This design comes from an exercise in tuning for small area, a short achievable clock period and few clock cycles per item on the open sky130 flow, not from production work. The RTL was checked by simulation tests, not by an equivalence proof against the original design. Power and IR drop assume default switching activity.

==> inputs of run D <==
Design rv_exec_top, start of the top module:
module rv_exec_top #(
    parameter logic [31:0] reset_pc = 32'h0000_0000
) (
    input  wire logic           clk,
    input  wire logic           rst_n,
    output logic                arvalid,
    input  wire logic           arready,
    output logic [31:0]         araddr,
    output logic [2:0]          arprot,
    input  wire logic           rvalid,
    output logic                rready,
    input  wire logic [31:0]    rdata,
    input  wire logic [1:0]     rresp,
    output logic                retire_valid,
    output logic [31:0]         retire_pc,
    output logic [4:0]          retire_rd,
    output logic [31:0]         retire_wdata,
    output logic                halted,
    output logic [1:0]          trap_cause,
    output logic [31:0]         trap_pc
);
Settings: LEC_CHECK=0, CAP_MARGIN=20, CORE_MARGIN=2, CORE_UTILIZATION=30, PLACE_DENSITY=0.4, SETUP_SLACK_MARGIN=5, SLEW_MARGIN=20; clock period 10.0 ns.
run.sh (not shown) runs the stock make flow with config.mk's settings and CLKGATE_MAP_FILE= SYNTH_SCRIPT=/design/flow/synth_recipe.tcl, a recipe that flattens the netlist after the stock synthesis.
==> run E (differences from run D) <==
--- a/flow/design.v
+++ b/flow/design.v
@@ -27,13 +27,13 @@
     output logic             is_jal,
     output logic             is_jalr,
     output logic             is_branch,
     output logic             sub_mode,    
     output logic             left,        
     output logic             fill,        
-    output logic [10:0]      sel          
+    output logic [8:0]       sel          
 );
     logic [4:0] opcode;
     logic [2:0] funct3;
     logic [6:0] funct7;
     logic       f7_zero;
     logic       f7_alt;
@@ -64,18 +64,17 @@
     logic       is_alu;
     logic       rd_nz;
     assign is_alu = is_op | is_op_imm;
     assign rd_nz  = inst[11:7] != 5'd0;
     assign left   = funct3 == 3'b001;
     assign fill   = funct3 == 3'b101 && inst[30];
-    for (genvar k = 0; k < 8; k++) begin : g_sel
+    assign sel[0] = rd_nz & ((is_alu & (funct3 == 3'b000)) | is_lui | is_auipc);
+    for (genvar k = 1; k < 8; k++) begin : g_sel
         assign sel[k] = rd_nz & is_alu & (funct3 == k);
     end
-    assign sel[8]  = rd_nz & is_lui;
-    assign sel[9]  = rd_nz & is_auipc;
-    assign sel[10] = rd_nz & (is_jal | is_jalr);
+    assign sel[8] = rd_nz & (is_jal | is_jalr);
     assign sub_mode = is_branch | ((is_op | is_op_imm) & (funct3[2:1] == 2'b01)) |
                       (is_op & (funct3 == 3'b000) & inst[30]);
 endmodule
 `default_nettype wire
 `timescale 1ns/100ps
 `default_nettype none
@@ -89,22 +88,33 @@
     input  wire logic        fill,     
     input  wire logic [7:0]  sel,      
     output logic [31:0]      sum,
     output logic [31:0]      result,
     output logic             branch_taken
 );
-    logic        cout;
     logic        lt_u;
     logic        lt_s;
     logic        eq;
     logic [31:0] sh_in;
     logic [31:0] sh_out;
     logic [31:0] sh_rev;
-    prefix_add #(.W(32)) adder (.a(a), .b(b), .cin(sub_mode), .s(sum), .cout(cout));
-    assign lt_u = ~cout;
-    assign lt_s = (a[31] == b[31]) ? a[31] : sum[31];
+    prefix_add #(.W(32)) adder (.a(a), .b(b), .cin(sub_mode), .s(sum), .cout());
+    logic [31:0] lt_t [6];
+    logic [31:0] eq_t [6];
+    assign lt_t[0] = {1'b0, ~a[30:0] & ~b[30:0]};
+    assign eq_t[0] = {1'b1, a[30:0] ^ b[30:0]};
+    for (genvar l = 0; l < 5; l++) begin : g_cmp
+        for (genvar i = 0; i < (32 >> (l + 1)); i++) begin : g_node
+            assign lt_t[l+1][i] = lt_t[l][2*i+1] | (eq_t[l][2*i+1] & lt_t[l][2*i]);
+            assign eq_t[l+1][i] = eq_t[l][2*i+1] & eq_t[l][2*i];
+        end
+        assign lt_t[l+1][31:(32 >> (l + 1))] = '0;
+        assign eq_t[l+1][31:(32 >> (l + 1))] = '0;
+    end
+    assign lt_u = (~a[31] & ~b[31]) | ((a[31] ^ b[31]) & lt_t[5][0]);
+    assign lt_s = (a[31] & b[31]) | ((a[31] ^ b[31]) & lt_t[5][0]);
     assign eq   = &(a ^ b);
     always_comb begin
         for (int i = 0; i < 32; i++)
             sh_in[i] = left ? a[31 - i] : a[i];
     end
     assign sh_out = $unsigned($signed({fill & a[31], sh_in}) >>> shamt);
@@ -205,43 +215,35 @@
 `default_nettype none
 import rv_pkg::*;
 module pc_unit (
     input  wire logic [31:2] pc,        
     input  wire logic [31:2] next_seq,  
     input  wire logic [31:0] inst,
-    output logic [31:2]      predicted
+    output logic [31:2]      predicted,
+    output logic             near       
 );
-    logic [20:2] j_off;
-    logic [12:2] b_off;
-    logic [20:2] j_low;
-    logic [12:2] b_low;
-    logic        j_c;
-    logic        b_c;
-    logic [31:21] j_inc;
-    logic [31:21] j_dec;
-    logic [31:13] b_inc;
-    logic [31:13] b_dec;
-    logic [31:21] j_high;
-    logic [31:13] b_high;
-    logic        sign;
-    assign sign  = inst[31];
-    assign j_off = {inst[31], inst[19:12], inst[20], inst[30:22]};
-    assign b_off = {inst[31], inst[7], inst[30:25], inst[11:9]};
-    prefix_add #(.W(19)) j_add (.a(pc[20:2]), .b(j_off), .cin(1'b0), .s(j_low), .cout(j_c));
-    prefix_add #(.W(11), .L(4)) b_add (.a(pc[12:2]), .b(b_off), .cin(1'b0), .s(b_low), .cout(b_c));
-    prefix_add #(.W(11), .L(4)) j_up  (.a(pc[31:21]), .b(11'd0), .cin(1'b1), .s(j_inc), .cout());
-    prefix_add #(.W(11), .L(4)) j_dn  (.a(pc[31:21]), .b({11{1'b1}}), .cin(1'b0), .s(j_dec), .cout());
-    prefix_add #(.W(19)) b_up  (.a(pc[31:13]), .b(19'd0), .cin(1'b1), .s(b_inc), .cout());
-    prefix_add #(.W(19)) b_dn  (.a(pc[31:13]), .b({19{1'b1}}), .cin(1'b0), .s(b_dec), .cout());
-    assign j_high = (j_c == sign) ? pc[31:21] : j_c ? j_inc : j_dec;
-    assign b_high = (b_c == sign) ? pc[31:13] : b_c ? b_inc : b_dec;
+    logic [9:2] j_low;
+    logic [9:2] b_low;
+    logic       j_c;
+    logic       b_c;
+    logic       sign;
+    prefix_add #(.W(8), .L(3)) j_add (
+        .a (pc[9:2]), .b (inst[29:22]), .cin (1'b0), .s (j_low), .cout (j_c)
+    );
+    prefix_add #(.W(8), .L(3)) b_add (
+        .a (pc[9:2]), .b ({inst[29:25], inst[11:9]}), .cin (1'b0), .s (b_low), .cout (b_c)
+    );
+    assign sign = inst[31];
+    assign near = (inst[6:2] == OPC_JAL)
+                ? ({inst[19:12], inst[20], inst[30]} == {10{sign}}) && (j_c == sign)
+                : ({inst[7], inst[30]} == {2{sign}}) && (b_c == sign);
     always_comb begin
         if (inst[6:2] == OPC_JAL)
-            predicted = {j_high, j_low};
+            predicted = {pc[31:10], j_low};
         else if (inst[6:2] == OPC_BRANCH)
-            predicted = {b_high, b_low};
+            predicted = {pc[31:10], b_low};
         else
             predicted = next_seq;
     end
 endmodule
 `default_nettype wire
 `timescale 1ns/100ps
@@ -356,13 +358,13 @@
     logic        d_jal;
     logic        d_jalr;
     logic        d_branch;
     logic        d_sub;
     logic        d_left;
     logic        d_fill;
-    logic [10:0] d_sel;
+    logic [8:0]  d_sel;
     logic [31:0] inst;
     logic [31:0] a;
     logic [31:0] b;         
     logic [4:0]  shamt;
     logic        legal;
     logic        is_lui;
@@ -370,37 +372,41 @@
     logic        is_jal;
     logic        is_jalr;
     logic        is_branch;
     logic        sub_mode;
     logic        left;
     logic        fill;
-    logic [10:0] sel;
+    logic [8:0]  sel;
     logic [31:0] sum;
     logic [31:0] alu_result;
     logic        branch_taken;
     logic        jal_mis;
     logic        jalr_mis;
     logic        misaligned;
     logic        ok;
     logic        commit;
     logic        trap;
     logic        redirect;
+    logic [31:2] redirect_pc;
+    logic [31:2] target;
+    logic        d_near;
+    logic        near;
     logic [4:0]  rd;
     logic        rd_nz;
     logic        we;
     logic [31:0] wdata;
-    logic [31:12] auipc_high;
     assign araddr  = {ar_addr, 2'b00};
     assign arprot  = 3'b100;  
     assign trap_pc = {pc, 2'b00};  
     prefix_add #(.W(30)) link_add (.a(pc), .b(30'd0), .cin(1'b1), .s(link), .cout());
     pc_unit pc_unit_inst (
         .pc        (pc),
         .next_seq  (link),
         .inst      (rdata),
-        .predicted (predicted)
+        .predicted (predicted),
+        .near      (d_near)
     );
     instr_decoder instr_decoder_inst (
         .inst      (rdata),
         .legal     (d_legal),
         .reg_b     (d_reg_b),
         .is_lui    (d_lui),
@@ -423,25 +429,28 @@
         .we       (we),
         .rd       (rd),
         .wdata    (wdata)
     );
     always_ff @(posedge clk) begin
         inst      <= rdata;
-        a         <= rs1_data;
-        b         <= (d_reg_b ? rs2_data : {{20{rdata[31]}}, rdata[31:20]}) ^ {32{d_sub}};
+        a         <= (rs1_data & {32{!(d_lui || d_auipc)}}) | ({pc, 2'b00} & {32{d_auipc}});
+        b         <= (d_reg_b ? rs2_data :
+                      (d_lui || d_auipc) ? {rdata[31:12], 12'b0} : {{20{rdata[31]}}, rdata[31:20]}) ^
+                     {32{d_sub}};
         shamt     <= d_reg_b ? rs2_data[4:0] : rdata[24:20];
         legal     <= d_legal;
         is_lui    <= d_lui;
         is_auipc  <= d_auipc;
         is_jal    <= d_jal;
         is_jalr   <= d_jalr;
         is_branch <= d_branch;
         sub_mode  <= d_sub;
         left      <= d_left;
         fill      <= d_fill;
         sel       <= d_sel;
+        near      <= d_near;
     end
     alu alu_inst (
         .a            (a),
         .b            (b),
         .shamt        (shamt),
         .funct3       (inst[14:12]),
@@ -457,20 +466,26 @@
     assign jal_mis  = is_jal & inst[21];
     assign jalr_mis = is_jalr & (a[1] ^ inst[21] ^ (a[0] & inst[20]));
     assign misaligned = jal_mis | jalr_mis | (is_branch & branch_taken & inst[8]);
     assign ok       = execute && legal;
     assign commit   = ok && !misaligned;
     assign trap     = execute && (!legal || misaligned);
-    assign redirect = ok && ((is_branch && !branch_taken) || (is_jalr && !jalr_mis));
+    prefix_add #(.W(30)) target_add (
+        .a    (pc),
+        .b    (is_jal ? {{12{inst[31]}}, inst[19:12], inst[20], inst[30:22]}
+                      : {{20{inst[31]}}, inst[7], inst[30:25], inst[11:9]}),
+        .cin  (1'b0),
+        .s    (target),
+        .cout ()
+    );
+    assign redirect = ok && ((is_branch && !branch_taken) || (is_jalr && !jalr_mis) ||
+                             ((is_jal || (is_branch && branch_taken)) && !near));
+    assign redirect_pc = is_jalr ? sum[31:2] : (is_branch && !branch_taken) ? link : target;
     assign rd_nz    = !is_branch && rd != 5'd0;
     assign we       = ok && rd_nz && !jal_mis && !jalr_mis;
-    prefix_add #(.W(20)) auipc_add (.a(pc[31:12]), .b(inst[31:12]), .cin(1'b0), .s(auipc_high), .cout());
-    assign wdata = alu_result |
-                   ({32{sel[8]}} & {inst[31:12], 12'b0}) |
-                   ({32{sel[9]}} & {auipc_high, pc[11:2], 2'b00}) |
-                   ({32{sel[10]}} & {link, 2'b00});
+    assign wdata = alu_result | ({32{sel[8]}} & {link, 2'b00});
     core_ctrl #(
         .reset_pc (reset_pc)
     ) core_ctrl_inst (
         .clk         (clk),
         .rst_n       (rst_n),
         .arvalid     (arvalid),
@@ -481,13 +496,13 @@
         .rresp       (rresp),
         .predicted   (predicted),
         .pc          (pc),
         .execute     (execute),
         .commit      (commit),
         .redirect    (redirect),
-        .redirect_pc (is_jalr ? sum[31:2] : link),
+        .redirect_pc (redirect_pc),
         .trap        (trap),
         .cause       (legal ? TRAP_MISALIGNED : TRAP_ILLEGAL),
         .halted      (halted),
         .trap_cause  (trap_cause)
     );
     always_ff @(posedge clk or negedge rst_n) begin
==> flow/flow/run.sh (new file) <==
#!/bin/bash
set -euo pipefail
MARGIN=${MARGIN:-6.5}
sed "s/CLKGATE_MAP_FILE= /CLKGATE_MAP_FILE= SETUP_SLACK_MARGIN=$MARGIN /" standard.sh > standard_margin.sh
bash standard_margin.sh > make_flow.log 2>&1
==> flow/standard.sh (new file) <==
#!/bin/bash
# synth_recipe.tcl (not shown) runs the flow's synth.tcl, then flattens the netlist and writes it again
# the make line also repeats each setting of config.mk as NAME=value (left out here)
make -C /OpenROAD-flow-scripts/flow DESIGN_CONFIG=/design/flow/config.mk WORK_HOME=/design/flow/orfs CLKGATE_MAP_FILE= SYNTH_SCRIPT=/design/flow/synth_recipe.tcl "${@:-finish}"
- CAP_MARGIN: 20 -> 30
- CORE_UTILIZATION: 30 -> 45
- CTS_BUF_LIST: not set -> sky130_fd_sc_hd__clkbuf_4 sky130_fd_sc_hd__clkbuf_8
- CTS_CLUSTER_SIZE: not set -> 20
- PLACE_DENSITY: 0.4 -> 0.55
- SETUP_SLACK_MARGIN: 5 -> not set
removed: flow/run.sh
==> comparison <==
- Of run E and run D, run E has the higher first-iteration DRC count (gap about 5.6%, measured against run D).
- Utilization: run E is higher than run D (21 points).
- Run E finished clean. Run D completed without violations.
- Cell area: run E is higher than run D (about 4.4%).
- In run E the global-route usage is higher than in run D, by 11 points.
==> figures <==
|  | run D | run E |
|---|---|---|
| Run status | timing/DRC/antenna clean | timing/DRC/antenna clean |
| Starting Density | 30.3% | 45.4% |
| Routed via count divided by cell count | 6.13 | 6.99 |
| Cell leakage power | 22.4 nW | 24.9 nW |
| Floorplan row count | 165 | 134 |
| # resized after CTS | 66 | 1115 |
| Global-route met1 utilization | 37.7% | 50.4% |
| Beginning of the worst hold path | reg_file_inst.valid[27] | reg_file_inst.valid[16] |
| Core Area | 203000 µm² | 134000 µm² |
| Non-clock buffer share of cell area | 4.60% | 8.17% |
Testbench counts of run D, summed over its fixed seeds: cycles 20,135, items 9,600.
Testbench counts of run E, summed over its fixed seeds: cycles 20,403, items 9,600.

-- static timing again, ports no longer ideal --
The flow's constraints put no driver on any port. The routed layouts listed below were extracted and timed again, unchanged, in two steps. Step 1 sets driving cells, clkbuf_16 on the clock port and buf_2 on the other inputs (assumed; they add their load-dependent delay and slew). Step 2 adds t to the input delays and takes it off the output delays; t is the mean of the earliest and latest rising clock arrival at the registers after step 1. Input paths then give back, and output paths get back, about the clock's delay inside the block. Slacks: ideal / step 1 / step 2; pairs: ideal / step 1.
run | t, ns | slack for setup (ns) | hold WS [ns] | worst setup path after step 2 | slew at the worst register clock pin (ns)
run D | 0.893 | 4.836 / 4.890 / 3.998 | 0.482 / 0.482 / 0.482 | input to register | 0.07 / 0.07
run E | 1.031 | 6.289 / 6.278 / 5.428 | 0.472 / 0.472 / 0.472 | input to register | 0.07 / 0.07
After both steps setup and hold are still met in every run listed. For run E, which loses most, drivers alone change the setup slack by -0.011 ns; drivers and shift together by -0.861 ns.
